What follows belongs to an exercise in optimizing a design on an open flow for small area, a short achievable clock period and few clock cycles per item; a production flow would make more cautious choices.
Function was not checked in any run shown here: the RTL went through the layout flow alone.

**design/flow/config.mk**
```make
export PLATFORM = sky130hd
export DESIGN_NAME = simonTop
export DESIGN_NICKNAME = simonTop
export VERILOG_FILES = /design/flow/design.v
export SDC_FILE = /design/flow/constraint.sdc
export NUM_CORES = 4
export LEC_CHECK = 0
export CAP_MARGIN = 20
export CORE_MARGIN = 2
export CORE_UTILIZATION = 65
export CTS_BUF_LIST = sky130_fd_sc_hd__clkbuf_4 sky130_fd_sc_hd__clkbuf_8
export PLACE_DENSITY = 0.75
export SETUP_SLACK_MARGIN = 3.8
export SLEW_MARGIN = 20
```
**design/flow/constraint.sdc**
```tcl
create_clock -name core_clock -period 7.0 [get_ports {clk}]
set_input_delay 1.4000 -clock core_clock [delete_from_list [all_inputs] [get_ports {clk}]]
set_output_delay 1.4000 -clock core_clock [all_outputs]
set_load 0.01 [all_outputs]
```
**design/flow/standard.sh**
```bash
#!/bin/bash
# synth_recipe.tcl (not shown) runs the flow's synth.tcl, then flattens the netlist and writes it again
# the make line also repeats each setting of config.mk as NAME=value (left out here)
make -C /OpenROAD-flow-scripts/flow DESIGN_CONFIG=/design/flow/config.mk WORK_HOME=/design/flow/orfs CLKGATE_MAP_FILE= SYNTH_SCRIPT=/design/flow/synth_recipe.tcl "${@:-finish}"
```
**design/flow/design.v**
```verilog
package simonPkg;
	localparam int wordBits = 16;
	localparam int keyWords = 4;
	localparam int rounds = 32;
	localparam int perClk = 4;
	localparam int clks = (rounds + perClk - 1) / perClk;
	localparam int cntBits = (clks > 8) ? 4 : (clks > 4) ? 3 : (clks > 2) ? 2 : 1;
	localparam int lastRounds = rounds - perClk * (clks - 1);
	localparam logic [61:0] zSeq =
		62'b11111010_00100101_01100001_11001101_11110100_01001010_11000011_100110;
	localparam logic [wordBits-1:0] keyConst = 16'hfffc;
endpackage
module simonTop
(
	input logic clk,
	input logic nR,
	input logic newData,
	input logic newKey,
	input logic readData,
	input logic [31:0] inData,
	input logic [7:0] infoIn,
	input logic [7:0] countIn,
	input logic [63:0] key,
	output logic [31:0] outData,
	output logic [7:0] infoOut,
	output logic [7:0] countOut,
	output logic doneData,
	output logic keyReady
);
	localparam int P = simonPkg::perClk;
	localparam int CB = simonPkg::cntBits;
	function automatic logic [15:0] roundF(logic [15:0] x);
		roundF = ({x[14:0], x[15]} & {x[7:0], x[15:8]}) ^ {x[13:0], x[15:14]};
	endfunction
	function automatic logic [63:0] roundsP(logic [31:0] s, logic [16*P-1:0] kw, int n);
		logic [15:0] a;
		logic [15:0] b;
		logic [15:0] t;
		a = s[31:16];
		b = s[15:0];
		roundsP = '0;
		for (int r = 0; r < P; r++)
		begin
			t = (b ^ kw[16*r +: 16]) ^ roundF(a);
			b = a;
			a = t;
			if (r == n - 1)
			begin
				roundsP[63:32] = {a, b};
			end
		end
		roundsP[31:0] = {a, b};
	endfunction
	function automatic logic [15:0] ror(logic [15:0] x, int n);
		ror = (x >> n) | (x << (16 - n));
	endfunction
	function automatic logic [16*(P+4)-1:0] stepP(logic [63:0] x, logic fwd, logic [P-1:0] zb);
		logic [16*(P+4)-1:0] q;
		logic [15:0] d1;
		logic [15:0] d3;
		q = '0;
		q[63:0] = x;
		for (int i = 0; i < P; i++)
		begin
			d1 = q[16*(i+1) +: 16] ^ ror(q[16*(i+1) +: 16], 1);
			d3 = q[16*(i+3) +: 16] ^ ror(q[16*(i+3) +: 16], 1);
			if (fwd)
			begin
				q[16*(i+4) +: 16] = q[16*i +: 16] ^ simonPkg::keyConst ^ {15'b0, zb[i]} ^ d1 ^ ror(d3, 3);
			end
			else
			begin
				q[16*(i+4) +: 16] = q[16*i +: 16] ^ simonPkg::keyConst ^ {15'b0, zb[i]} ^ ror(d1, 3) ^ d3;
			end
		end
		stepP = q;
	endfunction
	function automatic logic [63:0] revWords(logic [63:0] x);
		revWords = {x[15:0], x[31:16], x[47:32], x[63:48]};
	endfunction
	function automatic logic [P-1:0] zBits(logic [CB-1:0] c, logic fwd);
		int j;
		for (int s = 0; s < P; s++)
		begin
			j = P * int'(c) + s;
			if (!fwd)
			begin
				j = 27 - j;
			end
			zBits[s] = (j >= 0 && j < 62) ? simonPkg::zSeq[61 - j] : 1'b0;
		end
	endfunction
	logic prevData;
	logic prevKey;
	logic dataRise;
	logic keyRise;
	logic busy;
	logic waitE;
	logic running;
	logic expand;
	logic kLoad;
	logic eValid;
	logic resInS;
	logic startBlk;
	logic startEnc;
	logic [CB-1:0] cnt;
	logic [P-1:0] zb;
	logic [31:0] S;
	logic [7:0] sInfo;
	logic [7:0] sCount;
	logic [63:0] W;
	logic [63:0] K;
	logic [63:0] E;
	logic [16*(P+4)-1:0] QF;
	logic [16*(P+4)-1:0] QB;
	logic [16*(P+4)-1:0] Q;
	logic [63:0] RR;
	logic [31:0] RP;
	logic [31:0] RL;
	logic [31:0] RO;
	logic [31:0] O;
	logic [7:0] oInfo;
	logic [7:0] oCount;
	logic enc;
	logic lastCyc;
	logic expLast;
	logic finish;
	logic eWrite;
	logic fwd;
	assign dataRise = newData && !prevData;
	assign keyRise = newKey && !prevKey;
	assign enc = sInfo[6];
	assign running = busy && !waitE;
	assign lastCyc = (cnt == CB'(simonPkg::clks - 1));
	assign expLast = (cnt == CB'(28 / P));
	assign finish = running && lastCyc && !doneData;
	assign startBlk = (dataRise && !busy && (infoIn[6] || eValid)) || (waitE && eValid);
	assign startEnc = infoIn[6] && !waitE;
	assign eWrite = !keyRise && expLast && ((expand && !kLoad) || (running && enc && !eValid));
	assign QF = stepP(W, 1'b1, zb);
	assign QB = stepP(W, 1'b0, zb);
	assign Q = fwd ? QF : QB;
	assign RR = roundsP(S, Q[16*P-1:0], simonPkg::lastRounds);
	assign RP = RR[31:0];
	assign RL = RR[63:32];
	assign RO = resInS ? S : RL;
	always_ff @(posedge clk or negedge nR)
	begin
		if (!nR)
		begin
			prevData <= 1'b0;
			prevKey <= 1'b0;
			busy <= 1'b0;
			waitE <= 1'b0;
			expand <= 1'b0;
			kLoad <= 1'b0;
			eValid <= 1'b0;
			resInS <= 1'b0;
			cnt <= '0;
			zb <= '0;
			fwd <= 1'b1;
			keyReady <= 1'b0;
			doneData <= 1'b0;
		end
		else
		begin
			prevData <= newData;
			prevKey <= newKey;
			kLoad <= keyRise;
			if (startBlk)
			begin
				fwd <= startEnc;
			end
			else if (!running || finish)
			begin
				fwd <= 1'b1;
			end
			if (startBlk)
			begin
				zb <= zBits('0, startEnc);
			end
			else if (kLoad)
			begin
				zb <= zBits('0, 1'b1);
			end
			else if (expand)
			begin
				zb <= zBits(cnt + CB'(1), 1'b1);
			end
			else
			begin
				zb <= zBits(cnt + CB'(1), enc);
			end
			if (eWrite)
			begin
				eValid <= 1'b1;
			end
			if (keyRise)
			begin
				expand <= 1'b1;
				eValid <= 1'b0;
				keyReady <= 1'b0;
				cnt <= '0;
			end
			else if (startBlk)
			begin
				busy <= 1'b1;
				waitE <= 1'b0;
				expand <= 1'b0;
				cnt <= '0;
			end
			else
			begin
				if (!busy && dataRise)
				begin
					busy <= 1'b1;
					waitE <= 1'b1;
				end
				if (kLoad)
				begin
					keyReady <= 1'b1;
				end
				else if (expand)
				begin
					cnt <= cnt + CB'(1);
					if (expLast)
					begin
						expand <= 1'b0;
						cnt <= '0;
					end
				end
				else if (running)
				begin
					if (!lastCyc)
					begin
						cnt <= cnt + CB'(1);
					end
					else if (finish)
					begin
						busy <= 1'b0;
						resInS <= 1'b0;
						cnt <= '0;
					end
					else
					begin
						resInS <= 1'b1;
					end
				end
			end
			if (finish)
			begin
				doneData <= 1'b1;
			end
			else if (readData)
			begin
				doneData <= 1'b0;
			end
		end
	end
	always_ff @(posedge clk)
	begin
		if (!busy)
		begin
			S <= infoIn[6] ? inData : {inData[15:0], inData[31:16]};
			sInfo <= infoIn;
			sCount <= countIn;
		end
		else if (running && !resInS)
		begin
			S <= lastCyc ? RL : RP;
		end
		if (keyRise)
		begin
			K <= key;
		end
		if (startBlk || kLoad)
		begin
			W <= (kLoad || startEnc) ? K : E;
		end
		else
		begin
			W <= Q[16*P +: 64];
		end
		if (eWrite)
		begin
			E <= revWords(W);
		end
		if (finish)
		begin
			O <= RO;
			oInfo <= sInfo ^ 8'h10;
			oCount <= sCount;
		end
	end
	assign outData = oInfo[6] ? O : {O[15:0], O[31:16]};
	assign infoOut = oInfo;
	assign countOut = oCount;
endmodule
```
**design/flow/flow/run.sh**
```bash
#!/bin/bash
# The standard layout, with plain buf_1 cells as the port buffers
export BUFFER_PORTS_ARGS="-buffer_cell sky130_fd_sc_hd__buf_1"
bash standard.sh > standard.log 2>&1
```
==> notes.md, run 1 <==
Outcome
The flow ran to the end and the layout has no timing, DRC or antenna violations.

Worst setup path
The worst reg-to-reg path cell count is 9. The nature of the critical path startpoint is a flip-flop. The critical path endpoint category is a flip-flop. The critical path starts at W[54]. For the worst setup path, the data arrival time is 3730 ps. The endpoint identified for the worst register-to-register timing path is W[55]. For the worst setup path, the data required time is approximately 7500 ps.

The reg-to-reg startpoint is W[54]. By startpoint and endpoint, the worst setup path is classified as flip-flop to flip-flop. The worst setup slack for register-to-register paths is 3740 ps.

In this run the worst path has a maximum fanout of 6.

Global route
Global routing consumed, over all layers together, 34.50% of the routing resources. The met2 demand-to-capacity share in global routing is between 50 and 60%. The number of antenna violations at the first check in global routing is 0. The via count of the first global-routing pass is 14090. For met3 alone, demand over resource in global routing was ~6.3%.

The first global-routing pass estimated 85060 um of wire. Entering global routing, the biggest net connects roughly 70 pins. For this run the aggregate overflow at the end of global routing stands at 0. The most crowded layer after global routing is met2. The met1 track demand over resource in global routing is 49.20%.

Cells and area
The area of combinational cells with multiple inputs is 12110 um^2. The number of antenna diodes in the final layout is 0. The post-layout utilization of the core is 76.84%.

Across the whole layout, storage elements account for 8504 um^2. Compared with the post-synthesis result, the final layout area differs by 15.73%. The filler cells instantiated in the layout total 2068.

Cells with a size suffix above 1 make up 20.52% of the layout. At the end of the flow, the number of nets in the layout was about 2100.

Routing
The pre-antenna-repair detailed-routing pass consisted of 5 iterations. Summing over every cut layer, the via total after detailed routing is ~15000. The vias per cell is roughly 6.1. The final routed DRC violation total is 0. In the final routed layout, each cell accounts on average for approximately 24 um.

In this run, the number of DRC markers left after iteration 0 of detailed routing was around 1700. Once detail routing completed, the nets flagged for antenna violations numbered 0. The total wirelength of the detailed-routed design is 57680 um.

Hold path
The number of cells traversed by the worst hold path is 0. The launch instance of the worst min-delay path is sInfo[5]. The type of the worst min-delay path is flip-flop to flip-flop. The capture endpoint of the worst hold path is oInfo[5].

Timing
Setup repair after global routing could not meet its margin everywhere. The final clock skew is 51.52 ps. The final-report max-slew violation count was 0. In the finished design, the share of the clock period the worst path needs comes to between 40% and 50%. Based on the critical path, the design can be clocked at up to 306.7 MHz.

The hold violation total from the final report came to 0. The final setup TNS is 0 ps. The transition time of the tightest slew-check pin is 936.1 ps.

Setup violations remaining at the end of the flow were counted as 0. For the finished layout, the period the worst path requires is 3261 ps. The remaining max-slew budget at the tightest pin is 37.53%. Once routing completed, OpenROAD measured the worst setup slack at around 3700 ps.

CTS
Clock latency on the worst-skew pair, taken at its later pin, is 610 ps. The number of hold buffers added after CTS is 0. The number of sinks on the clock net is 306. The cell sitting at the root of the clock tree is a sky130_fd_sc_hd__clkbuf_8. In this run the deepest clock path goes through 3 buffers.

The clock transition time at the flip-flop clock pins of the worst setup and hold paths is 70 ps. The number of levels in the clock H-tree is 2. The CTS tree is built. The number of buffers inserted during clock tree synthesis is 50.

Floorplan
The vertical extent of the die is ~180 um. Once the floorplan was initialized, standard cells occupied 66.40% of the core. The region available for standard cell placement spans 30750 um^2.

The floorplan step set the die width to between 150 and 200 um. The number of core rows is 64. The die covers roughly 33000 um^2. The number of top-level design ports is 167.

Synth
The post-synth net total is 1906. The count of distinct cell types in the synthesized netlist is 74. Counting flops with a built-in enable in the synthesized netlist gives 224. The number of flip-flops and latches in the synthesized netlist is 306. The sequential share of the synthesized area is 41.43%. Counting flops with an async set or reset pin after synthesis yields a share of 5.882%.

For this run, the number of Yosys warnings is 1. In this run the cell area of the synthesized design comes to 20420 um^2. The mean cell area of the mapped netlist is 11.51 um^2. In the synthesized netlist the dominant register cell turns out to be sky130_fd_sc_hd__edfxtp_1. After technology mapping, the gate count stands at roughly 1800.

Place
Once detailed placement completed, the half-perimeter wirelength came to slightly above 40000 um. The global placement routability congestion is 1.008. OpenSTA, run right after detailed placement, puts the worst setup slack at 3100 ps. The port buffer count is between 150 and 200.

Flow run
The number of maximum-capacitance violations is 0.
synthesized netlist by cell type (31+ instances only):
cell	instances	share of area (%)
sky130_fd_sc_hd__o21ai_0	87	2.1
sky130_fd_sc_hd__dfxtp_1	64	6.3
sky130_fd_sc_hd__nor2_1	56	1.0
sky130_fd_sc_hd__edfxtp_1	224	33
sky130_fd_sc_hd__mux2i_1	89	4.4
sky130_fd_sc_hd__a21oi_1	69	1.7
sky130_fd_sc_hd__buf_2	31	0.76
sky130_fd_sc_hd__a211oi_1	40	1.5
sky130_fd_sc_hd__nor2b_1	33	1.0
sky130_fd_sc_hd__mux2_2	48	2.6
sky130_fd_sc_hd__o211ai_1	36	1.3
sky130_fd_sc_hd__xnor3_1	50	5.5
sky130_fd_sc_hd__xor2_1	153	6.6
sky130_fd_sc_hd__nand2_1	131	2.4
sky130_fd_sc_hd__xnor2_1	362	16
sky130_fd_sc_hd__clkbuf_1	59	1.1
per-layer routing:
| metal | share of wire [%] | vias to the layer above |
|---|---|---|
| li1 | - | 6528 |
| met1 | 42 | 7115 |
| met2 | 46 | 760 |
| met3 | 9.6 | 137 |
| met4 | 3.2 | 0 |
| met5 | 0 | - |
cell type report:
cell class	count	share of cell area (%)
clock inverter	18	0.8102
clock buffer	75	4.051
multi-input combinational	1332	51.25
timing repair buffer	250	5.417
sequential	306	35.99
tap	396	2.097
inverter	22	0.3813
cell usage in the layout, fill, tap and decap left out, types with 11 or more instances in the layout:
cell,n
sky130_fd_sc_hd__dfxtp_1,35
sky130_fd_sc_hd__a21oi_1,67
sky130_fd_sc_hd__dfrtp_1,14
sky130_fd_sc_hd__ha_1,12
sky130_fd_sc_hd__nand2_1,128
sky130_fd_sc_hd__xnor2_1,320
sky130_fd_sc_hd__xor2_1,138
sky130_fd_sc_hd__xnor2_2,62
sky130_fd_sc_hd__a211oi_1,38
sky130_fd_sc_hd__clkbuf_8,63
sky130_fd_sc_hd__xnor3_2,19
sky130_fd_sc_hd__xnor3_1,38
sky130_fd_sc_hd__buf_1,164
sky130_fd_sc_hd__buf_4,80
sky130_fd_sc_hd__mux2i_1,89
sky130_fd_sc_hd__inv_1,20
sky130_fd_sc_hd__dfxtp_2,27
sky130_fd_sc_hd__o211ai_1,36
sky130_fd_sc_hd__edfxtp_1,224
sky130_fd_sc_hd__mux2_2,48
sky130_fd_sc_hd__nor2b_1,33
sky130_fd_sc_hd__nor2_1,53
sky130_fd_sc_hd__o21ai_0,84
sky130_fd_sc_hd__xnor2_4,11
sky130_fd_sc_hd__xor2_2,14
sky130_fd_sc_hd__clkbuf_4,12
timing repair:
item,CTS,global route
pin swaps,7,26
setup buffers,25,40
resized for setup,68,78
endpoints found under the setup margin,88,130
gates cloned,1,1
critical path, cell delays in order, from the launching register on:
cell	delay, ps
sky130_fd_sc_hd__dfxtp_2	510
sky130_fd_sc_hd__xor2_2	420
sky130_fd_sc_hd__xor2_1	480
sky130_fd_sc_hd__xnor2_2	250
sky130_fd_sc_hd__xnor2_1	220
sky130_fd_sc_hd__xnor2_1	400
sky130_fd_sc_hd__xor2_1	290
sky130_fd_sc_hd__xnor2_1	120
sky130_fd_sc_hd__xnor2_1	130
sky130_fd_sc_hd__a222oi_1	280
how the worst max path moves through the flow:
stage / endpoint / cells past startpoint / slack, ps
after global routing: O[20] / 12 / 3690
after detailed placement: W[3] / 8 / 3100
final: W[55] / 9 / 3740
after global placement: W[63] / 8 / 3160
after CTS: O[30] / 9 / 3760
after floorplan: E[0] / 3 / 2200
cell families (layout without fill, tap and decap cells):
group / after synthesis / in the layout / synth area share, %
AND/OR/NAND/NOR: 280 / 282 / 6.386
AO/OA/AOI/OAI: 277 / 277 / 8.341
flip-flops: 306 / 306 / 41.43
buffers and inverters: 138 / 365 / 2.966
adder cells (fa/ha/maj): 15 / 15 / 0.9192
XOR/XNOR: 621 / 621 / 32.95
multiplexers: 137 / 137 / 7.011
sequential cells by signal, indices dropped and copies added, names as in the netlist, 3 cells and up:
| name | count |
|---|---|
| oCount | 8 |
| O | 32 |
| zb | 4 |
| sCount | 8 |
| K | 64 |
| cnt | 3 |
| oInfo | 8 |
| S | 32 |
| W | 64 |
| E | 64 |
| sInfo | 8 |
stage by stage:
stage	cell area [um^2]	std cells	hold slack (ps)
floorplan	20450	1774	400.3
global placement	21210	2239	400.6
detailed placement	21210	2239	405.4
CTS	22900	2358	417.3
global route	23630	2399	427.9
finish	23630	2399	418.5
==> run 2, diff against run 1 <==
--- a/design/flow/design.v
+++ b/design/flow/design.v
@@ -11,50 +11,19 @@
 	localparam logic [wordBits-1:0] keyConst = 16'hfffc;
 endpackage
-module simonTop
+module simonKeySchedule
+#(
+	parameter bit fwd = 1'b1
+)
 (
-	input logic clk,
-	input logic nR,
-	input logic newData,
-	input logic newKey,
-	input logic readData,
-	input logic [31:0] inData,
-	input logic [7:0] infoIn,
-	input logic [7:0] countIn,
-	input logic [63:0] key,
-	output logic [31:0] outData,
-	output logic [7:0] infoOut,
-	output logic [7:0] countOut,
-	output logic doneData,
-	output logic keyReady
+	input logic [63:0] x,
+	input logic [simonPkg::perClk-1:0] zb,
+	output logic [16*(simonPkg::perClk+4)-1:0] q
 );
 	localparam int P = simonPkg::perClk;
-	localparam int CB = simonPkg::cntBits;
-	function automatic logic [15:0] roundF(logic [15:0] x);
-		roundF = ({x[14:0], x[15]} & {x[7:0], x[15:8]}) ^ {x[13:0], x[15:14]};
+	function automatic logic [15:0] ror(logic [15:0] v, int n);
+		ror = (v >> n) | (v << (16 - n));
 	endfunction
-	function automatic logic [63:0] roundsP(logic [31:0] s, logic [16*P-1:0] kw, int n);
-		logic [15:0] a;
-		logic [15:0] b;
-		logic [15:0] t;
-		a = s[31:16];
-		b = s[15:0];
-		roundsP = '0;
-		for (int r = 0; r < P; r++)
-		begin
-			t = (b ^ kw[16*r +: 16]) ^ roundF(a);
-			b = a;
-			a = t;
-			if (r == n - 1)
-			begin
-				roundsP[63:32] = {a, b};
-			end
-		end
-		roundsP[31:0] = {a, b};
-	endfunction
-	function automatic logic [15:0] ror(logic [15:0] x, int n);
-		ror = (x >> n) | (x << (16 - n));
-	endfunction
-	function automatic logic [16*(P+4)-1:0] stepP(logic [63:0] x, logic fwd, logic [P-1:0] zb);
-		logic [16*(P+4)-1:0] q;
+	always_comb
+	begin
 		logic [15:0] d1;
 		logic [15:0] d3;
@@ -74,5 +43,59 @@
 			end
 		end
-		stepP = q;
+	end
+endmodule
+module simonCore
+(
+	input logic [31:0] s,
+	input logic [16*simonPkg::perClk-1:0] kw,
+	output logic [31:0] rp,
+	output logic [31:0] rl
+);
+	localparam int P = simonPkg::perClk;
+	function automatic logic [15:0] roundF(logic [15:0] x);
+		roundF = ({x[14:0], x[15]} & {x[7:0], x[15:8]}) ^ {x[13:0], x[15:14]};
+	endfunction
+	always_comb
+	begin
+		logic [15:0] a;
+		logic [15:0] b;
+		logic [15:0] t;
+		a = s[31:16];
+		b = s[15:0];
+		rl = '0;
+		for (int r = 0; r < P; r++)
+		begin
+			t = (b ^ kw[16*r +: 16]) ^ roundF(a);
+			b = a;
+			a = t;
+			if (r == simonPkg::lastRounds - 1)
+			begin
+				rl = {a, b};
+			end
+		end
+		rp = {a, b};
+	end
+endmodule
+module simonTop
+(
+	input logic clk,
+	input logic nR,
+	input logic newData,
+	input logic newKey,
+	input logic readData,
+	input logic [31:0] inData,
+	input logic [7:0] infoIn,
+	input logic [7:0] countIn,
+	input logic [63:0] key,
+	output logic [31:0] outData,
+	output logic [7:0] infoOut,
+	output logic [7:0] countOut,
+	output logic doneData,
+	output logic keyReady
+);
+	localparam int P = simonPkg::perClk;
+	localparam int CB = simonPkg::cntBits;
+	function automatic logic [15:0] ror(logic [15:0] x, int n);
+		ror = (x >> n) | (x << (16 - n));
 	endfunction
 	function automatic logic [63:0] revWords(logic [63:0] x);
@@ -115,5 +138,4 @@
 	logic [16*(P+4)-1:0] QB;
 	logic [16*(P+4)-1:0] Q;
-	logic [63:0] RR;
 	logic [31:0] RP;
 	logic [31:0] RL;
@@ -127,5 +149,4 @@
 	logic finish;
 	logic eWrite;
-	logic fwd;
 	assign dataRise = newData && !prevData;
 	assign keyRise = newKey && !prevKey;
@@ -138,10 +159,8 @@
 	assign startEnc = infoIn[6] && !waitE;
 	assign eWrite = !keyRise && expLast && ((expand && !kLoad) || (running && enc && !eValid));
-	assign QF = stepP(W, 1'b1, zb);
-	assign QB = stepP(W, 1'b0, zb);
-	assign Q = fwd ? QF : QB;
-	assign RR = roundsP(S, Q[16*P-1:0], simonPkg::lastRounds);
-	assign RP = RR[31:0];
-	assign RL = RR[63:32];
+	simonKeySchedule #(.fwd(1'b1)) keyF_i (.x(W), .zb(zb), .q(QF));
+	simonKeySchedule #(.fwd(1'b0)) keyB_i (.x(W), .zb(zb), .q(QB));
+	assign Q = (!running || enc) ? QF : QB;
+	simonCore core_i (.s(S), .kw(Q[16*P-1:0]), .rp(RP), .rl(RL));
 	assign RO = resInS ? S : RL;
 	always_ff @(posedge clk or negedge nR)
@@ -159,5 +178,4 @@
 			cnt <= '0;
 			zb <= '0;
-			fwd <= 1'b1;
 			keyReady <= 1'b0;
 			doneData <= 1'b0;
@@ -170,12 +188,4 @@
 			if (startBlk)
 			begin
-				fwd <= startEnc;
-			end
-			else if (!running || finish)
-			begin
-				fwd <= 1'b1;
-			end
-			if (startBlk)
-			begin
 				zb <= zBits('0, startEnc);
 			end
--- a/design/flow/config.mk
+++ b/design/flow/config.mk
@@ -13,2 +13,4 @@
 export SETUP_SLACK_MARGIN = 3.8
 export SLEW_MARGIN = 20
+export SYNTH_HIERARCHICAL = 1
+export SYNTH_MINIMUM_KEEP_SIZE = 0
==> run 2 against run 1 <==
Still clean on timing, DRC and antenna. Synthesized area grew 16%. Wire length grew 22%. First-iteration DRC count shrank 5.7%. Non-clock buffer count grew 92. Global-route usage grew 0.60 points. Worst setup slack lost 950 ps. Via count grew 9.7%. Synthesized cell count grew 9.8%. Critical endpoint is now O[20].
==> notes.md, run 2 <==
CTS
The CTS tree is built. The number of buffers inserted during clock tree synthesis is 52. For the worst-skew pair, the clock arrives at the later sink with an insertion delay of 690 ps.

Clock tree synthesis selected as its root buffer the cell sky130_fd_sc_hd__clkbuf_8. The H-tree was split into 2 levels. The clock transition time at the flip-flop clock pins of the worst setup and hold paths is 60 ps. The largest buffer count on any clock path is 3.

The number of sinks on the clock net is 305.

Timing
The transition time of the tightest slew-check pin is 939.7 ps. The final-layout worst hold slack is 419.8 ps. Setup repair after global routing could not meet its margin everywhere. After routing, the total negative slack on setup checks comes to 0 ps. The final critical path time including I/O delays and setup is between 4000 and 5000 ps. The final critical path takes up 60.10% of the cycle. The hold violation total from the final report was 0. The final-report max-slew violation count is 0. Setup violations remaining at the end of the flow were counted as 0. The final clock skew is 39.24 ps. The remaining max-slew budget at the tightest pin is 37.35%. For this run, the top clock speed supported by timing is around 240 MHz.

Synth
The post-synthesis async set-or-reset flop share is 5.574%. The cell count after synthesis is 1947. The mean cell area of the mapped netlist is approximately 12 um^2. The commonest cells after synthesis are sky130_fd_sc_hd__xnor2_1 (292), sky130_fd_sc_hd__edfxtp_1 (224), sky130_fd_sc_hd__buf_4 (161). Counting every net in the synthesized netlist gives 2080. The number of flip-flops and latches in the synthesized netlist is 305. The count of distinct cell types in the synthesized netlist is 66. The share of the Yosys chip area taken by registers is 35.51%. The cell with the most instances after synthesis is sky130_fd_sc_hd__xnor2_1.

Ranked by total cell area, the synthesized netlist is headed by sky130_fd_sc_hd__edfxtp_1 (28%), sky130_fd_sc_hd__xnor3_1 (12%), sky130_fd_sc_hd__xnor2_1 (11%). In this run, synthesis inferred 224 flip-flops with an integrated enable. Summed over all instances, the cell type with the most area after synthesis is sky130_fd_sc_hd__edfxtp_1. The most instantiated flip-flop cell in the synthesis netlist is sky130_fd_sc_hd__edfxtp_1. For this run, the number of Yosys warnings is 10.

In this run the cell area of the synthesized design comes to between 20000 and 25000 um^2. The top cell type's share of synthesized area is about 28%.

Floorplan
From left edge to right edge, the die measures between 150 and 200 um. The area of the core is about 36000 um^2. The number of core rows is 70. Once the floorplan was initialized, standard cells occupied between 60% and 70% of the core.

The area enclosed by the die boundary is between 30000 and 40000 um^2. 167 I/O pins were placed. The floorplan step set the die height to 195.1 um.

Routing
The first detailed-routing pass took 5 iterations. Dividing the detail-routed via count by the number of cells gives 6.139. The detailed router used layers up to and including met5.

The detail route stage leaves a number of antenna-violating nets equal to 0. In this run, the number of DRC markers left after iteration 0 of detailed routing was 1632. The detailed router put a total of approximately 29000 um of wire on met1. The met2 wire length is 32350 um. The routed layout has 15950 vias. After detailed routing, the met3 layer carries 7042 um of wire. After detailed routing, the number of remaining DRC violations is 0. The final routed wire length divided by cell count is 27.12 um. For this block, the routed nets add up to 70480 um of wire.

Flow run
Across the run, the number of max-cap violations was 0.

Global route
Global routing consumed, over all layers together, a little over a third of the routing resources. Entering global routing, the biggest net connects between 70 and 80 pins. The number of antenna violations at the first check in global routing came to 3. The via count of the first global-routing pass was 15280. The aggregate global routing overflow is 0. The first global-routing pass estimated about 97000 um of wire.

Cells and area
At the end of the flow the core is filled with cells to 77.80%. Fill cells in the final layout number 2254. The area taken by flip-flops and latches is ~8500 um^2. In the final layout, the registers with the most flip-flops are E x64, K x64, W x64. The commonest non-fill, non-tap cell in the layout is sky130_fd_sc_hd__xnor2_1. The area of combinational cells with multiple inputs is between 15000 and 20000 um^2. From synthesis to final layout, the design area changed by 18.79%. The post-route netlist has 32.21% of its cells at a drive strength greater than 1. The finished layout holds 2599 standard cells, fillers aside. The number of nets in the finished design is between 2000 and 2500. The top cell types in the final layout, fill and taps aside, are sky130_fd_sc_hd__xnor2_1 (244), sky130_fd_sc_hd__edfxtp_1 (224), sky130_fd_sc_hd__buf_1 (155), sky130_fd_sc_hd__xor2_1 (113), sky130_fd_sc_hd__a21oi_1 (111).

Worst setup path
Along the worst path, the maximum fanout reaches 7. The worst register-to-register path begins at busy. For the worst setup path, the data arrival time is 4610 ps. The start point of the critical path is busy. Walking the worst path, the cells encountered are clkinvlp_4 -> nor3_4 -> buf_12 -> buf_16 -> mux2_4 -> xor2_1 -> xnor3_2 -> xnor2_4 -> xnor3_1 -> and3_4 -> nor4_4 -> xnor3_1 -> mux2_4. The critical path required time is ~7400 ps. STA classifies the critical path endpoint as a flip-flop. The slowest stage of the critical path is the sky130_fd_sc_hd__xnor3_1 cell. The largest stage delay on the critical path is 510 ps. The category of the critical setup timing path is flip-flop to flip-flop. The nature of the critical path startpoint is a flip-flop.

Hold path
The type of the worst min-delay path is flip-flop to flip-flop. The worst hold path begins at sCount[0].

Place
The congestion estimate from routability-driven global placement came to 0.9434. Summed over all nets, the half-perimeter wirelength after detailed placement is 47180 um. The port buffer count is 166. The number of cells in the design after placement is 2352.

Outcome
The flow ran to the end and the layout has no timing, DRC or antenna violations.
-- run 2: cell type report --
class | count | share of cell area (%)
Antenna cell | 1 | 0.008870
Sequential cell | 305 | 30.11
Clock inverter | 15 | 0.4125
Timing Repair Buffer | 342 | 8.924
Tap cell | 468 | 2.076
Multi-Input combinational cell | 1368 | 54.69
Inverter | 18 | 0.2661
Clock buffer | 82 | 3.513
-- run 2: metal layers --
| metal | vias up | global-route usage [%] |
|---|---|---|
| met3 | 138 | 9.551 |
| met5 | - | 0 |
| li1 | 7066 | - |
| met1 | 7857 | 48.84 |
| met4 | 4 | 10.86 |
| met2 | 889 | 54.01 |
-- run 2: kinds of logic (layout without fill, tap and decap cells) --
group | count (synthesis) | in the layout | synth area share (%)
xor gates and xnor gates | 610 | 610 | 33.00
DFF | 305 | 305 | 35.51
buffers and inverters | 276 | 457 | 7.165
AOI/OAI and AO/OA | 264 | 265 | 6.997
and+or+nand+nor | 242 | 243 | 5.922
muxes | 234 | 234 | 10.56
adders and majority gates | 16 | 16 | 0.8429
other | 0 | 1 | 0
-- run 2: worst max-delay path, delay by kind of cell (launching register included) --
kind | cells | cell delay, ps
buf+inv | 3 | 410
flops | 1 | 380
xor+xnor | 5 | 1810
simple gates | 3 | 720
mux | 2 | 610
-- run 2: path summary, 6_finish.rpt --
path / end / slack, ps / cells past startpoint
worst min register to register: oCount[0] / 420 / 0
max in group asynchronous: cnt[0] / 5920 / 1
worst max register to register: O[20] / 2790 / 13
worst min-delay path: oCount[0] / 420 / 0
worst max-delay path: O[20] / 2790 / 13
min in group asynchronous: zb[3] / 680 / 1
-- run 2: Yosys stat by module (local to each module, per instance), a selection --
module	area (um^2)	times used	cells
simonTop	14150	1	1067
simonCore	2831	1	272
-- run 2: through the flow --
stage / worst slack (ps) / instance area [um^2]
global placement: 1913 / 24040
CTS: 2962 / 26780
global route: 2661 / 28210
detailed placement: 1987 / 24040
finish: 2793 / 28210
floorplan: 3036 / 24200
-- run 2: timing repair --
item                                    CTS  global route
gates cloned                              4             4
gates resized for setup                 166           155
endpoints found under the setup margin  180           194
pin swaps                                51            68
hold buffers                              0             0
buffers inserted                         70            71
==> run 3, diff against run 2 <==
--- a/design/flow/design.v
+++ b/design/flow/design.v
@@ -11,70 +11,4 @@
 	localparam logic [wordBits-1:0] keyConst = 16'hfffc;
 endpackage
-module simonKeySchedule
-#(
-	parameter bit fwd = 1'b1
-)
-(
-	input logic [63:0] x,
-	input logic [simonPkg::perClk-1:0] zb,
-	output logic [16*(simonPkg::perClk+4)-1:0] q
-);
-	localparam int P = simonPkg::perClk;
-	function automatic logic [15:0] ror(logic [15:0] v, int n);
-		ror = (v >> n) | (v << (16 - n));
-	endfunction
-	always_comb
-	begin
-		logic [15:0] d1;
-		logic [15:0] d3;
-		q = '0;
-		q[63:0] = x;
-		for (int i = 0; i < P; i++)
-		begin
-			d1 = q[16*(i+1) +: 16] ^ ror(q[16*(i+1) +: 16], 1);
-			d3 = q[16*(i+3) +: 16] ^ ror(q[16*(i+3) +: 16], 1);
-			if (fwd)
-			begin
-				q[16*(i+4) +: 16] = q[16*i +: 16] ^ simonPkg::keyConst ^ {15'b0, zb[i]} ^ d1 ^ ror(d3, 3);
-			end
-			else
-			begin
-				q[16*(i+4) +: 16] = q[16*i +: 16] ^ simonPkg::keyConst ^ {15'b0, zb[i]} ^ ror(d1, 3) ^ d3;
-			end
-		end
-	end
-endmodule
-module simonCore
-(
-	input logic [31:0] s,
-	input logic [16*simonPkg::perClk-1:0] kw,
-	output logic [31:0] rp,
-	output logic [31:0] rl
-);
-	localparam int P = simonPkg::perClk;
-	function automatic logic [15:0] roundF(logic [15:0] x);
-		roundF = ({x[14:0], x[15]} & {x[7:0], x[15:8]}) ^ {x[13:0], x[15:14]};
-	endfunction
-	always_comb
-	begin
-		logic [15:0] a;
-		logic [15:0] b;
-		logic [15:0] t;
-		a = s[31:16];
-		b = s[15:0];
-		rl = '0;
-		for (int r = 0; r < P; r++)
-		begin
-			t = (b ^ kw[16*r +: 16]) ^ roundF(a);
-			b = a;
-			a = t;
-			if (r == simonPkg::lastRounds - 1)
-			begin
-				rl = {a, b};
-			end
-		end
-		rp = {a, b};
-	end
-endmodule
 module simonTop
 (
@@ -96,9 +30,67 @@
 	localparam int P = simonPkg::perClk;
 	localparam int CB = simonPkg::cntBits;
+	function automatic logic [15:0] roundF(logic [15:0] x);
+		roundF = ({x[14:0], x[15]} & {x[7:0], x[15:8]}) ^ {x[13:0], x[15:14]};
+	endfunction
+	function automatic logic [63:0] roundsP(logic [31:0] s, logic [16*P-1:0] kw, int n);
+		logic [15:0] a;
+		logic [15:0] b;
+		logic [15:0] t;
+		a = s[31:16];
+		b = s[15:0];
+		roundsP = '0;
+		for (int r = 0; r < P; r++)
+		begin
+			t = (b ^ kw[16*r +: 16]) ^ roundF(a);
+			b = a;
+			a = t;
+			if (r == n - 1)
+			begin
+				roundsP[63:32] = {a, b};
+			end
+		end
+		roundsP[31:0] = {a, b};
+	endfunction
 	function automatic logic [15:0] ror(logic [15:0] x, int n);
 		ror = (x >> n) | (x << (16 - n));
 	endfunction
-	function automatic logic [63:0] revWords(logic [63:0] x);
-		revWords = {x[15:0], x[31:16], x[47:32], x[63:48]};
+	function automatic logic [63:0] step4(logic [63:0] x, logic fwd, logic [3:0] zb);
+		logic [15:0] q [8];
+		logic [15:0] e;
+		logic [15:0] c;
+		for (int i = 0; i < 4; i++)
+		begin
+			q[i] = x[16*i +: 16];
+		end
+		for (int i = 0; i < 4; i++)
+		begin
+			e = q[i] ^ q[i+1] ^ ror(q[i+1], 1);
+			c = simonPkg::keyConst ^ {15'b0, zb[i]};
+			if (fwd)
+			begin
+				e = e ^ c;
+			end
+			else
+			begin
+				e = ror(e, 12) ^ ror(c, (3 * i + 12) % 16);
+			end
+			q[i+4] = e ^ ror(q[i+3] ^ ror(q[i+3], 1), 3);
+		end
+		for (int i = 0; i < 4; i++)
+		begin
+			step4[16*i +: 16] = fwd ? q[i+4] : ror(q[i+4], 4);
+		end
+	endfunction
+	function automatic logic [63:0] roundKeys(logic [63:0] x, logic fwd);
+		for (int i = 0; i < 4; i++)
+		begin
+			roundKeys[16*i +: 16] = fwd ? x[16*i +: 16] : ror(x[16*i +: 16], (16 - 3 * i) % 16);
+		end
+	endfunction
+	function automatic logic [63:0] decStart(logic [63:0] x);
+		for (int i = 0; i < 4; i++)
+		begin
+			decStart[16*i +: 16] = ror(x[16*(3-i) +: 16], 3 * i);
+		end
 	endfunction
 	function automatic logic [P-1:0] zBits(logic [CB-1:0] c, logic fwd);
@@ -135,7 +127,8 @@
 	logic [63:0] K;
 	logic [63:0] E;
-	logic [16*(P+4)-1:0] QF;
-	logic [16*(P+4)-1:0] QB;
-	logic [16*(P+4)-1:0] Q;
+	logic fwd;
+	logic [63:0] Wn;
+	logic [63:0] RK;
+	logic [63:0] RR;
 	logic [31:0] RP;
 	logic [31:0] RL;
@@ -159,8 +152,10 @@
 	assign startEnc = infoIn[6] && !waitE;
 	assign eWrite = !keyRise && expLast && ((expand && !kLoad) || (running && enc && !eValid));
-	simonKeySchedule #(.fwd(1'b1)) keyF_i (.x(W), .zb(zb), .q(QF));
-	simonKeySchedule #(.fwd(1'b0)) keyB_i (.x(W), .zb(zb), .q(QB));
-	assign Q = (!running || enc) ? QF : QB;
-	simonCore core_i (.s(S), .kw(Q[16*P-1:0]), .rp(RP), .rl(RL));
+	assign fwd = !running || enc;
+	assign Wn = step4(W, fwd, zb);
+	assign RK = roundKeys(W, fwd);
+	assign RR = roundsP(S, RK, simonPkg::lastRounds);
+	assign RP = RR[31:0];
+	assign RL = RR[63:32];
 	assign RO = resInS ? S : RL;
 	always_ff @(posedge clk or negedge nR)
@@ -290,9 +285,9 @@
 		else
 		begin
-			W <= Q[16*P +: 64];
+			W <= Wn;
 		end
 		if (eWrite)
 		begin
-			E <= revWords(W);
+			E <= decStart(W);
 		end
 		if (finish)
--- a/design/flow/config.mk
+++ b/design/flow/config.mk
@@ -9,8 +9,5 @@
 export CORE_MARGIN = 2
 export CORE_UTILIZATION = 65
-export CTS_BUF_LIST = sky130_fd_sc_hd__clkbuf_4 sky130_fd_sc_hd__clkbuf_8
 export PLACE_DENSITY = 0.75
 export SETUP_SLACK_MARGIN = 3.8
 export SLEW_MARGIN = 20
-export SYNTH_HIERARCHICAL = 1
-export SYNTH_MINIMUM_KEEP_SIZE = 0
==> run 3 against run 2 <==
Sequential share of layout area rose by 2.7 points. Worst setup slack better by 780 ps. Synthesized cell count decreased by 14%. Worst hold slack gained 0.70 ps. Largest cell class unchanged. Highest routed layer is now met4.
==> notes.md, run 3 <==
Place
At the end of routability-driven placement, the weighted congestion stood at 1.048. Port buffering added 166 buffers. The placed wire-length estimate after detailed placement is approximately 47000 um.

Synth
The leading area contributor after synthesis is sky130_fd_sc_hd__edfxtp_1. The count of synthesis-stage warnings from yosys is 2. After synthesis, the largest family of logic cells by area is XOR/XNOR gates. In this run, synthesis produced a sequential element count of 305. The xor and xnor area share after synthesis is 28.92%. The post-synth net total is 1812. The most instantiated flip-flop cell in the synthesis netlist is sky130_fd_sc_hd__edfxtp_1. The simple logic cell fraction of the synthesized area is 7.414%. Sequential elements use 41.47% of the synthesized area. Of the total synthesized cell area, the portion taken by full adders, half adders and majority gates is less than 1%. After technology mapping, the gate count stands at 1679. The multiplexer share of the synthesized area is 11.15%. The cell with the most instances after synthesis is sky130_fd_sc_hd__edfxtp_1. By count the netlist is led by sky130_fd_sc_hd__edfxtp_1 (224), sky130_fd_sc_hd__xnor2_1 (200), sky130_fd_sc_hd__mux2i_1 (168).

The number of flops mapped to enable cells by yosys is 224. In this run the mean area of a mapped cell was 12.11 um^2. The synthesized netlist occupies a cell area of 20340 um^2. The complex-gate fraction of the synthesized area is 7.580%. The top cell type's share of synthesized area is 33.07%. The count of distinct cell types in the synthesized netlist is 60. Counting flops with an async set or reset pin after synthesis yields a share of 5.574%. By area the synthesized netlist is led by sky130_fd_sc_hd__edfxtp_1 (33%), sky130_fd_sc_hd__xnor3_1 (14%), sky130_fd_sc_hd__xnor2_1 (8.6%).

Worst setup path
Traced cell by cell, the critical path runs through or3b_4 -> buf_6 -> buf_6 -> mux2i_2 -> xnor2_1 -> buf_4 -> xnor3_2 -> xnor3_2 -> buf_4 -> mux2i_4 -> xnor2_2 -> a21oi_1. The category of the critical setup timing path is flip-flop to flip-flop. The kind of cell with the highest combined delay on the critical path is XOR/XNOR gates. The largest stage delay on the critical path is 540 ps. The critical path required time is ~7500 ps. The data arrival time of the critical path is 3910 ps. The number of buffers and inverters on the critical path is 4. The nature of the critical path startpoint is a flip-flop.

The slowest stage of the critical path is the sky130_fd_sc_hd__or3b_4 cell. Of all nets on the critical path, the largest fanout is 6. The worst setup path is captured at a flip-flop.

Routing
The final routed DRC violation total is 0. The number of iterations in the first detailed-routing pass is 8. The total wirelength of the detailed-routed design is 72400 um.

The residual antenna-violating net count after detailed routing is 0. The initial DRC count is 2140. The final routed wire length divided by cell count is 30.28 um. The routed layout has 16070 vias. The vias per cell is 6.720.

CTS
The clock passes through at most 3 buffers. Clock-pin slew was measured on the worst setup and hold paths at ~60 ps. The number of buffers inserted during clock tree synthesis is 31. The number of sinks on the clock net is 305. CTS built an H-tree with a depth of 1. Clock latency on the worst-skew pair, taken at its later pin, is ~600 ps.

TritonCTS built the clock tree. The cell sitting at the root of the clock tree is a sky130_fd_sc_hd__clkbuf_16.

Global route
The met2 demand-to-capacity share in global routing is 62.49%. The global router's overall resource usage is 41.52%. For met3 alone, demand over resource in global routing was 12.07%. The most crowded layer after global routing is met2.

The number of antenna violations at the first check in global routing is 2. The aggregate global routing overflow is 0. The met1 track demand over resource in global routing is just under 60%. The via count of the first global-routing pass came to 14820. The first global-routing pass estimated 98620 um of wire. The largest net degree at the start of global routing is around 70.

Hold path
The type of the worst min-delay path is flip-flop to flip-flop.

Timing
The hold violation total from the final report is 0. The final-report max-slew violation count is 0. The maximum clock frequency is ~290 MHz. For the final routed database, the setup TNS stands at 0 ps.

The fraction of the cycle the final worst path needs is 48.89%. At the pin with the least slew margin, the transition time is about 950 ps. Measured against its own limit, the worst slew margin works out to between 30% and 40%. The final critical path time including I/O delays and setup is ~3400 ps. Setup violations remaining at the end of the flow were counted as 0.

Setup repair after global routing could not meet its margin everywhere. Across the routed clock network, the largest skew measured is around 24 ps.

Outcome
The run finished with no timing, DRC or antenna violations.

Cells and area
Leaving out fill and tap cells, the most frequent cells in the layout are sky130_fd_sc_hd__edfxtp_1 (224), sky130_fd_sc_hd__buf_1 (165), sky130_fd_sc_hd__buf_4 (148), sky130_fd_sc_hd__mux2i_1 (141), sky130_fd_sc_hd__xnor2_1 (132). The area growth from synthesis to layout is 27.50%. The number of antenna diodes is 0. The net count of the finished layout is 2103. The fraction of layout cells with a size suffix above 1 is 31.93%. Once layout is complete, the utilization of the core stands at between 80% and 90%. The largest registers in the layout are E x64, K x64, W x64.

Leaving out fill and tap cells, the most frequent cell in the layout is sky130_fd_sc_hd__edfxtp_1.

Floorplan
The core region is 30670 um^2. In this run the vertical extent of the chip is roughly 180 um. The number of core rows is 64. The horizontal die dimension is ~180 um. The initial cell density of the core is between 60% and 70%. The die covers approximately 33000 um^2. The number of top-level design ports is between 150 and 200.

Flow run
The number of maximum-capacitance violations is 0.
-- run 3: cell types whose count changed in the layout (fill, tap and decap cells not counted), moves of 37 or more --
cell	delta
sky130_fd_sc_hd__clkbuf_8	-57
sky130_fd_sc_hd__xnor2_1	-112
sky130_fd_sc_hd__xor2_1	-52
sky130_fd_sc_hd__o21ai_0	+79
sky130_fd_sc_hd__nand2_1	+93
sky130_fd_sc_hd__nor2b_1	-70
sky130_fd_sc_hd__buf_4	+46
sky130_fd_sc_hd__a211oi_1	-67
sky130_fd_sc_hd__a21oi_1	-50
sky130_fd_sc_hd__mux2_2	-56
sky130_fd_sc_hd__mux2i_1	+37
sky130_fd_sc_hd__nor2_1	+40
-- run 3: worst reg2reg max path, delay by kind of cell, from the launching register on --
kind	cells	cell delay [ps]
AOI/OAI and AO/OA	1	230
xor gates and xnor gates	4	1020
and+or+nand+nor	1	540
DFF	1	440
muxes	2	430
buffers and inverters	4	680
-- run 3: through the flow --
step	worst slack, ps	area (um^2)	cells	hold WS (ps)
floorplan	2192	20390	1679	400.3
global placement	2463	21280	2163	400.4
detailed placement	2346	21280	2163	404.5
CTS	3697	24390	2320	419.5
global route	3575	25930	2391	421.9
finish	3577	25930	2391	420.5
-- run 3: what timing repair did --
action                                  4_1_cts  5_1_grt
hold buffers                                  0        0
hold endpoints to repair                      0        0
gates cloned                                  9        1
gates resized for setup                     248      190
buffers inserted                             90       70
pin swaps                                    70       72
endpoints found under the setup margin      213      115
-- run 3: routing by layer --
metal  up-vias  routed length (um)
met2      1390               31610
met1      7760               26140
met3       325               10230
li1       6593                   -
met5         -                   0
met4         0                4417
-- run 3: cells by family (layout without fill, tap and decap cells) --
kind of cell | after synthesis | after routing
xor gates and xnor gates | 441 | 441
adders and majority gates | 16 | 16
and+or+nand+nor | 319 | 322
muxes | 217 | 217
buffers and inverters | 119 | 432
AOI/OAI and AO/OA | 262 | 262
DFF | 305 | 305
-- run 3: path summary, 6_finish.rpt --
path / from / end / slack (ps) / depth (start not counted)
setup / recovery: waitE / W[59] / 3580 / 12
hold / removal: sCount[6] / oCount[6] / 420 / 0
setup reg to reg: waitE / W[59] / 3580 / 12
hold reg to reg: sCount[6] / oCount[6] / 420 / 0
max in group asynchronous: nR / cnt[0] / 5410 / 1
min in group asynchronous: nR / prevKey / 950 / 1
-- run 3: layout make-up --
type	count	area, um^2
clock buffer	37	808.3
clock inverter	21	249.0
fill	1587	4740
inverter	22	97.59
multi-input combinational	1258	13400
sequential	305	8507
tap	396	495.5
timing repair buffer	352	2371
==> run 4, diff against run 3 <==
--- a/design/flow/config.mk
+++ b/design/flow/config.mk
@@ -10,4 +10,4 @@
 export CORE_UTILIZATION = 65
 export PLACE_DENSITY = 0.75
-export SETUP_SLACK_MARGIN = 3.8
+export SETUP_SLACK_MARGIN = 3.5
 export SLEW_MARGIN = 20
==> run 4 against run 3 <==
First-iteration DRC count fell by 7.0%. Synthesized cell count is the same. Register-to-register slack got worse by 110 ps. Clock-buffer cell count increased by 7. Cell count fell by 4.9%. Worst setup slack worse by 110 ps. Critical path type unchanged.
==> notes.md, run 4 <==
Synth
Of all flip-flops after synthesis, the portion carrying an async set or reset was 5.574%. The mapped netlist covers 20340 um^2. The cell count after synthesis is 1679.

The top cell type's share of synthesized area is 33.07%. The synthesized design contains 224 enable-type register cells. The area share of fa/ha/maj cells after synthesis is 0.9844%. The leading area contributor after synthesis is sky130_fd_sc_hd__edfxtp_1. When the netlist entered floorplanning its net count stood at 1812. The number of flip-flops and latches in the synthesized netlist is between 300 and 400. After Yosys synthesis, and, or, nand and nor cells account for 7.414% of the synthesized area. The xor and xnor area share after synthesis is around 29%. Among all cell types in the netlist, the one instantiated most often is sky130_fd_sc_hd__edfxtp_1. The mean cell area of the mapped netlist is 12.11 um^2. Yosys printed 2 warnings. Of the synthesized area, sequential elements account for 41.47%. By area the synthesized netlist is led by sky130_fd_sc_hd__edfxtp_1 (33%), sky130_fd_sc_hd__xnor3_1 (14%), sky130_fd_sc_hd__xnor2_1 (8.6%). The synthesized netlist devotes 7.580% of its cell area to compound gates. The netlist uses 60 different library cells.

By area, the combinational part of the netlist is dominated by XOR/XNOR gates. The portion of synthesized area spent on multiplexers is 11.15%. By count the netlist is led by sky130_fd_sc_hd__edfxtp_1 (224), sky130_fd_sc_hd__xnor2_1 (200), sky130_fd_sc_hd__mux2i_1 (168). The most instantiated flip-flop cell in the synthesis netlist is sky130_fd_sc_hd__edfxtp_1.

CTS
After clock tree synthesis, the flow added hold-fix buffers numbering 0. The later pin in the worst-skew pair is clocked with a latency of 550 ps. The number of clock buffers added by TritonCTS is 34. TritonCTS built the clock tree. The cell sitting at the root of the clock tree is a sky130_fd_sc_hd__clkbuf_16.

The number of sinks on the clock net is 305. The clock transition time at the flip-flop clock pins of the worst setup and hold paths is 60 ps. The largest buffer count on any clock path is 3. The H-tree was split into 2 levels.

Worst setup path
For the worst setup path, the data required time is 7250 ps. The critical path endpoint category is a flip-flop. The worst register-to-register path begins at S[25].

For the worst flop-to-flop path, the logic depth is 9. STA classifies the critical path startpoint as a flip-flop. The worst setup slack for register-to-register paths is 3470 ps. The endpoint identified for the worst register-to-register timing path is S[22]. Following the worst setup path forward leads to its endpoint at S[22]. The data arrival time of the critical path is 3780 ps. By startpoint and endpoint, the worst setup path is classified as flip-flop to flip-flop. The largest fanout on the critical path is 5. The start point of the critical path is S[25].

Timing
The tightest hold path in the finished design has a slack of 418.1 ps. The final setup TNS is 0 ps. The final critical path time including I/O delays and setup is 3532 ps. The number of endpoints failing setup at the final stage is 0. The final clock skew is 32.57 ps. Headroom to the max-slew limit came out at 38.15%. Setup repair after global routing could not meet its margin everywhere. The final-report max-slew violation count is 0. Across all setup checks in the final design, the least slack found is 3468 ps. For this run, the top clock speed supported by timing is 283.1 MHz. The fraction of the cycle the final worst path needs is 50.46%. The hold violation total from the final report was 0. At the pin with the least slew margin, the transition time is 927.7 ps.

Floorplan
The vertical extent of the die is roughly 180 um. The number of top-level design ports is 167. The core region is 30670 um^2. The number of core rows is 64. The horizontal die dimension is 180.9 um. The initial cell density of the core is between 60% and 70%.

The area enclosed by the die boundary is ~33000 um^2.

Cells and area
The number of antenna diodes is 0. Relative to the synthesized area, the layout overhead comes to 14.73%. In the layout the commonest cells are sky130_fd_sc_hd__edfxtp_1 (224), sky130_fd_sc_hd__xnor2_1 (182), sky130_fd_sc_hd__buf_1 (165), sky130_fd_sc_hd__mux2i_1 (164), sky130_fd_sc_hd__nand2_1 (129).

The number of nets in the finished design is 1984. The commonest non-fill, non-tap cell in the layout is sky130_fd_sc_hd__edfxtp_1. In the final layout, the registers with the most flip-flops are E x64, K x64, W x64.

The fraction of layout cells with a size suffix above 1 is 16.09%. Cells fill between 70 and 80% of the core in the end.

Routing
Summing over every cut layer, the via total after detailed routing is 14700. For this block, the routed nets add up to 64780 um of wire. The detail route stage leaves a number of antenna-violating nets equal to 0. The vias per cell is 6.467. The final routed wire length divided by cell count is 28.50 um. After detailed routing, the number of remaining DRC violations is 0. In this run, the number of DRC markers left after iteration 0 of detailed routing was 1991. The first detailed-routing pass took 6 iterations.

Place
Detailed placement ended at an HPWL of 46850 um. The count of buffers added on input and output ports is roughly 170. The global placement routability congestion is 1.056. The pre-CTS setup slack is 2715 ps.

Flow run
The number of maximum-capacitance violations is 0.

Hold path
The worst hold path belongs to the class flip-flop to flip-flop.

Global route
The number of antenna violations at the first check in global routing is 1. The first global-routing pass estimated 93300 um of wire. The global router's overall resource usage is 39.04%. The aggregate global routing overflow is 0.

The via count of the first global-routing pass was 14390. Entering global routing, the biggest net connects 76 pins.

Outcome
The run finished with no timing, DRC or antenna violations.
[run 4: cell counts after synthesis]
Identical to the previous run, type by type.
[run 4: cell type report]
| type | count | area, um^2 |
|---|---|---|
| multi-input combinational | 1257 | 11910 |
| sequential | 305 | 8451 |
| fill | 2019 | 7336 |
| timing repair buffer | 231 | 1214 |
| clock buffer | 44 | 908.4 |
| tap | 396 | 495.5 |
| clock inverter | 18 | 270.3 |
| inverter | 22 | 90.09 |
[run 4: critical path: stages, from the launching register on]
cell,delay [ps]
sky130_fd_sc_hd__edfxtp_1,530
sky130_fd_sc_hd__and2_1,270
sky130_fd_sc_hd__xor3_1,430
sky130_fd_sc_hd__xnor3_1,450
sky130_fd_sc_hd__xnor3_1,530
sky130_fd_sc_hd__and3_1,230
sky130_fd_sc_hd__nor4_1,470
sky130_fd_sc_hd__xnor2_1,150
sky130_fd_sc_hd__nand2_1,90
sky130_fd_sc_hd__o21ai_0,90
[run 4: cells by family after synthesis]
| logic type | count (synthesis) |
|---|---|
| flip-flops | 305 |
| adder cells (fa/ha/maj) | 16 |
| AO/OA/AOI/OAI | 262 |
| AND/OR/NAND/NOR | 319 |
| multiplexers | 217 |
| buffers and inverters | 119 |
| XOR/XNOR | 441 |
[run 4: metal layers]
layer	vias to the layer above	track usage (%)	wire, um	share of wire, %
met5	-	1.778	87	0.13
met4	4	14.77	2793	4.3
met3	179	10.95	7910	12
met2	987	58.45	28650	44
met1	7178	54.41	25340	39
li1	6351	-	-	-
[run 4: worst min path at each step]
stage,from,to,slack [ps],cells after the start
after floorplan,sCount[0],oCount[0],400,0
after global placement,sInfo[5],oInfo[5],400,0
after detailed placement,sCount[3],oCount[3],400,0
after CTS,sInfo[1],oInfo[1],420,0
after global routing,sCount[3],oCount[3],420,0
final,sInfo[1],oInfo[1],420,0
[run 4: repair_timing]
item	4_1_cts	5_1_grt
pin swaps	7	9
gates cloned	3	0
resized for setup	46	58
endpoints found under the setup margin	170	117
buffers inserted	21	20
[run 4: stage by stage]
| step | cell area (um^2) | std cells |
|---|---|---|
| global route | 23330 | 2273 |
| global placement | 21290 | 2167 |
| finish | 23330 | 2273 |
| detailed placement | 21290 | 2167 |
| floorplan | 20360 | 1679 |
| CTS | 22920 | 2253 |
==> run 5, diff against run 4 <==
--- a/design/flow/config.mk
+++ b/design/flow/config.mk
@@ -6,8 +6,9 @@
 export NUM_CORES = 4
 export LEC_CHECK = 0
+export ABC_CLOCK_PERIOD_IN_PS = 2500
 export CAP_MARGIN = 20
 export CORE_MARGIN = 2
-export CORE_UTILIZATION = 65
-export PLACE_DENSITY = 0.75
-export SETUP_SLACK_MARGIN = 3.5
+export CORE_UTILIZATION = 60
+export PLACE_DENSITY = 0.7
+export SETUP_SLACK_MARGIN = 3.8
 export SLEW_MARGIN = 20
==> run 5 against run 4 <==
Via count rose by 8.1%. Cell count rose by 9.0%. Sequential share of layout area fell by 4.1 points. Clock-buffer cell count fell by 2. Register-to-register slack improved by 97 ps. Still clean. Die area rose by 8.1%. Highest routed layer unchanged. Non-clock buffer count rose by 151. Global-route usage fell by 0.17 points. Utilization rose by 3.3 points. Clock skew fell by 13 ps.
==> notes.md, run 5 <==
Outcome
The run finished with no timing, DRC or antenna violations.

Timing
The final setup TNS is 0 ps. The maximum clock frequency is 291.1 MHz. The hold violation total from the final report came to 0. At the pin with the least slew margin, the transition time is around 1000 ps. Headroom to the max-slew limit came out at 32.94%. The final-report max-slew violation count is 0.

The number of endpoints failing setup at the final stage is 0. The worst path needs 3435 ps of the cycle, external delays included. Setup repair after global routing could not meet its margin everywhere. For the final database, setup skew stands at 19.58 ps. In the finished design, the share of the clock period the worst path needs comes to 49.08%.

Routing
The vias per cell is around 6.4. The final routed wire length divided by cell count is around 29 um. The detailed router finished its first iteration with ~2200 violations. The detail route stage leaves a number of antenna-violating nets equal to 0.

Summing over every cut layer, the via total after detailed routing is 15880. The first detailed-routing pass ran for 5 iterations. For this run, design rule violations remaining after detail routing come to 0. The total wirelength of the detailed-routed design is 71730 um.

Place
Buffers placed on the I/O ports in this run total around 170. Detailed placement ended at an HPWL of 46180 um. The global placement routability congestion is between 1 and 1.5.

Floorplan
The horizontal die dimension is 188.1 um. The die covers 35380 um^2. Measured along the y axis, the die boundary spans roughly 190 um. The core region is around 33000 um^2. The number of top-level design ports is 167. The number of core rows is 67. The initial cell density of the core is 60.80%.

Global route
The largest net degree at the start of global routing is between 60 and 70. The via count of the first global-routing pass was about 15000. The first global-routing pass estimated roughly 99000 um of wire. The number of antenna violations at the first check in global routing came to 1. The aggregate global routing overflow is 0. Across every metal layer, demand over resource in global routing totals 38.87%.

Flow run
The tool flagged a number of max-cap violations equal to 0.

Synth
The mean cell area of the mapped netlist is around 12 um^2. The most instantiated flip-flop cell in the synthesis netlist is sky130_fd_sc_hd__edfxtp_1. The post-synth net total is 1812. The cell with the most instances after synthesis is sky130_fd_sc_hd__edfxtp_1. The top cell type by area accounts for 33.07% of the synthesized area.

The cell count after synthesis is 1679. Sorting the synthesized cells by area gives the leading types as sky130_fd_sc_hd__edfxtp_1 (33%), sky130_fd_sc_hd__xnor3_1 (14%), sky130_fd_sc_hd__xnor2_1 (8.6%). In this run, synthesis inferred 224 flip-flops with an integrated enable. After synthesis, the netlist uses 60 different library cells. The number of flip-flops and latches in the synthesized netlist is 305. By count the netlist is led by sky130_fd_sc_hd__edfxtp_1 (224), sky130_fd_sc_hd__xnor2_1 (200), sky130_fd_sc_hd__mux2i_1 (168).

The post-synthesis async set-or-reset flop share is about 5.6%. Sequential cells were found to cover 41.47% of the synthesized design area. The area of the mapped netlist is 20340 um^2.

The count of synthesis-stage warnings from yosys is 2. The leading area contributor after synthesis is sky130_fd_sc_hd__edfxtp_1.

CTS
The number of buffers inserted during clock tree synthesis is 34. The buffer cell driving the clock tree root is sky130_fd_sc_hd__clkbuf_16. The CTS tree is built.

The H-tree generated during clock tree synthesis spans 2 levels. The clock transition time at the flip-flop clock pins of the worst setup and hold paths is 70 ps. At the later pin of the worst-skew pair, clock insertion delay measures 550 ps. For this design, the CTS-stage hold fixing added 0 buffers. The largest buffer count on any clock path is 3. Counting every sink on the clock net gives 305.

Worst setup path
Data on the critical path arrives at its endpoint at 3850 ps. Along the worst path, the maximum fanout reaches 7. At the worst endpoint, the required time is 7410 ps. The signal on the critical path passes through xnor2_1 -> and3_4 -> nor4_4 -> buf_4 -> xor2_4 -> xnor2_4 -> xnor3_2 -> xnor2_2 -> nor2_1 -> a221oi_2. The critical path endpoint category is a flip-flop. The largest stage delay on the critical path is 890 ps.

The nature of the critical path startpoint is a flip-flop. The category of the critical setup timing path is flip-flop to flip-flop. On the critical path, the stage with the largest delay is an instance of sky130_fd_sc_hd__xnor2_1.

Cells and area
Leaving out fill and tap cells, the most frequent cell in the layout is sky130_fd_sc_hd__edfxtp_1. The filler cells instantiated in the layout total around 2000. The area of combinational cells with multiple inputs is between 10000 and 15000 um^2. Leaving out fill and tap cells, the most frequent cells in the layout are sky130_fd_sc_hd__edfxtp_1 (224), sky130_fd_sc_hd__buf_1 (165), sky130_fd_sc_hd__buf_4 (160), sky130_fd_sc_hd__mux2i_1 (134), sky130_fd_sc_hd__xnor2_1 (133). The fraction of layout cells with a size suffix above 1 is roughly 33%.

From synthesis to final layout, the design area changed by 30.53%. Summing all flip-flop and latch instances after layout gives roughly 8500 um^2. At the end of the flow, the number of nets in the layout was 2136. In the final layout, the registers with the most flip-flops are E x64, K x64, W x64. For this run, the share of the core covered by cells in the final layout is 79.37%.

Hold path
The path class of the tightest hold or removal check is flip-flop to flip-flop.
## run 5: layout make-up
type                       count  area share [%]
sequential                   305           32.08
clock inverter                19          0.5279
inverter                      22          0.3676
tap                          448           2.112
multi-input combinational   1258           51.05
antenna                        1        0.009426
clock buffer                  42           3.436
timing repair buffer         382           10.42
## run 5: per-layer routing
layer  GRT usage [%]  vias up  wire (um)
met2           58.15     1200      31300
met5               0        -        117
met1           53.80     7746      26850
met3           11.10      269       9446
li1                -     6664          -
met4           15.41        4       4016
## run 5: path summary, 6_finish.rpt
check | cells after the start | slack [ps] | from | end
min reg2reg | 0 | 420 | sCount[7] | oCount[7]
max in group asynchronous | 1 | 5350 | nR | waitE
min in group asynchronous | 1 | 980 | nR | busy
max | 10 | 3560 | W[51] | W[48]
max reg2reg | 10 | 3560 | W[51] | W[48]
min | 0 | 420 | sCount[7] | oCount[7]
## run 5: kinds of logic after synthesis
logic type                 after synthesis  synth area share [%]
and+or+nand+nor                        319                 7.414
buffers and inverters                  119                 2.486
xor gates and xnor gates               441                 28.92
DFF                                    305                 41.47
AOI/OAI and AO/OA                      262                 7.580
adders and majority gates               16                0.9844
muxes                                  217                 11.15
## run 5: what timing repair did
item	CTS	global route
setup buffers	96	93
gates cloned	10	2
gates resized for setup	287	194
pin swaps	74	99
endpoints found under the setup margin	199	134
## run 5: worst max-delay path, delay by kind of cell (launching register included)
family                 cells  cell delay (ps)
AO/OA/AOI/OAI              1               40
XOR/XNOR                   5             2040
buffers and inverters      1              170
flip-flops                 1              530
AND/OR/NAND/NOR            3              520
## run 5: stage by stage
step                      instances  worst slack, ps  hold slack [ps]  area, um^2
after floorplan                1679             2192            400.3       20390
after global placement         2214             2464            400.1       21330
after detailed placement       2214             2407            404.5       21330
after CTS                      2381             3659            417.6       24780
after global routing           2476             3542            423.4       26540
final                          2477             3565            417.0       26550

separate check: timing with driven ports:
No port has a modelled driver above. Below, the same layouts with a new extraction and two added sets of constraints. Step 1 (the two cells are an assumption about what drives the block):
set clk [get_ports {clk}]
set_driving_cell -lib_cell sky130_fd_sc_hd__clkbuf_16 $clk
set_driving_cell -lib_cell sky130_fd_sc_hd__buf_2 [delete_from_list [all_inputs] $clk]
Step 2 adds t to the input delays and takes it off the output delays; t is the mean of the earliest and latest rising clock arrival at the registers after step 1. Input paths then give back, and output paths get back, about the clock's delay inside the block. Three values: no drivers, after step 1, after step 2; two values: the first two.
| run | t, ns | setup slack, ns | latest minus earliest clock arrival (ns) |
|---|---|---|---|
| run 1 | 0.640 | 3.739 / 3.739 / 3.273 | 0.052 / 0.052 |
| run 2 | 0.722 | 2.793 / 2.793 / 2.793 | 0.039 / 0.039 |
| run 3 | 0.641 | 3.577 / 3.577 / 3.230 | 0.024 / 0.024 |
| run 4 | 0.587 | 3.468 / 3.468 / 3.108 | 0.033 / 0.033 |
| run 5 | 0.599 | 3.565 / 3.565 / 3.244 | 0.021 / 0.021 |
After both steps setup and hold are still met in every run listed. For run 1, which loses most, drivers alone change the setup slack by 0.000 ns; drivers and shift together by -0.466 ns.
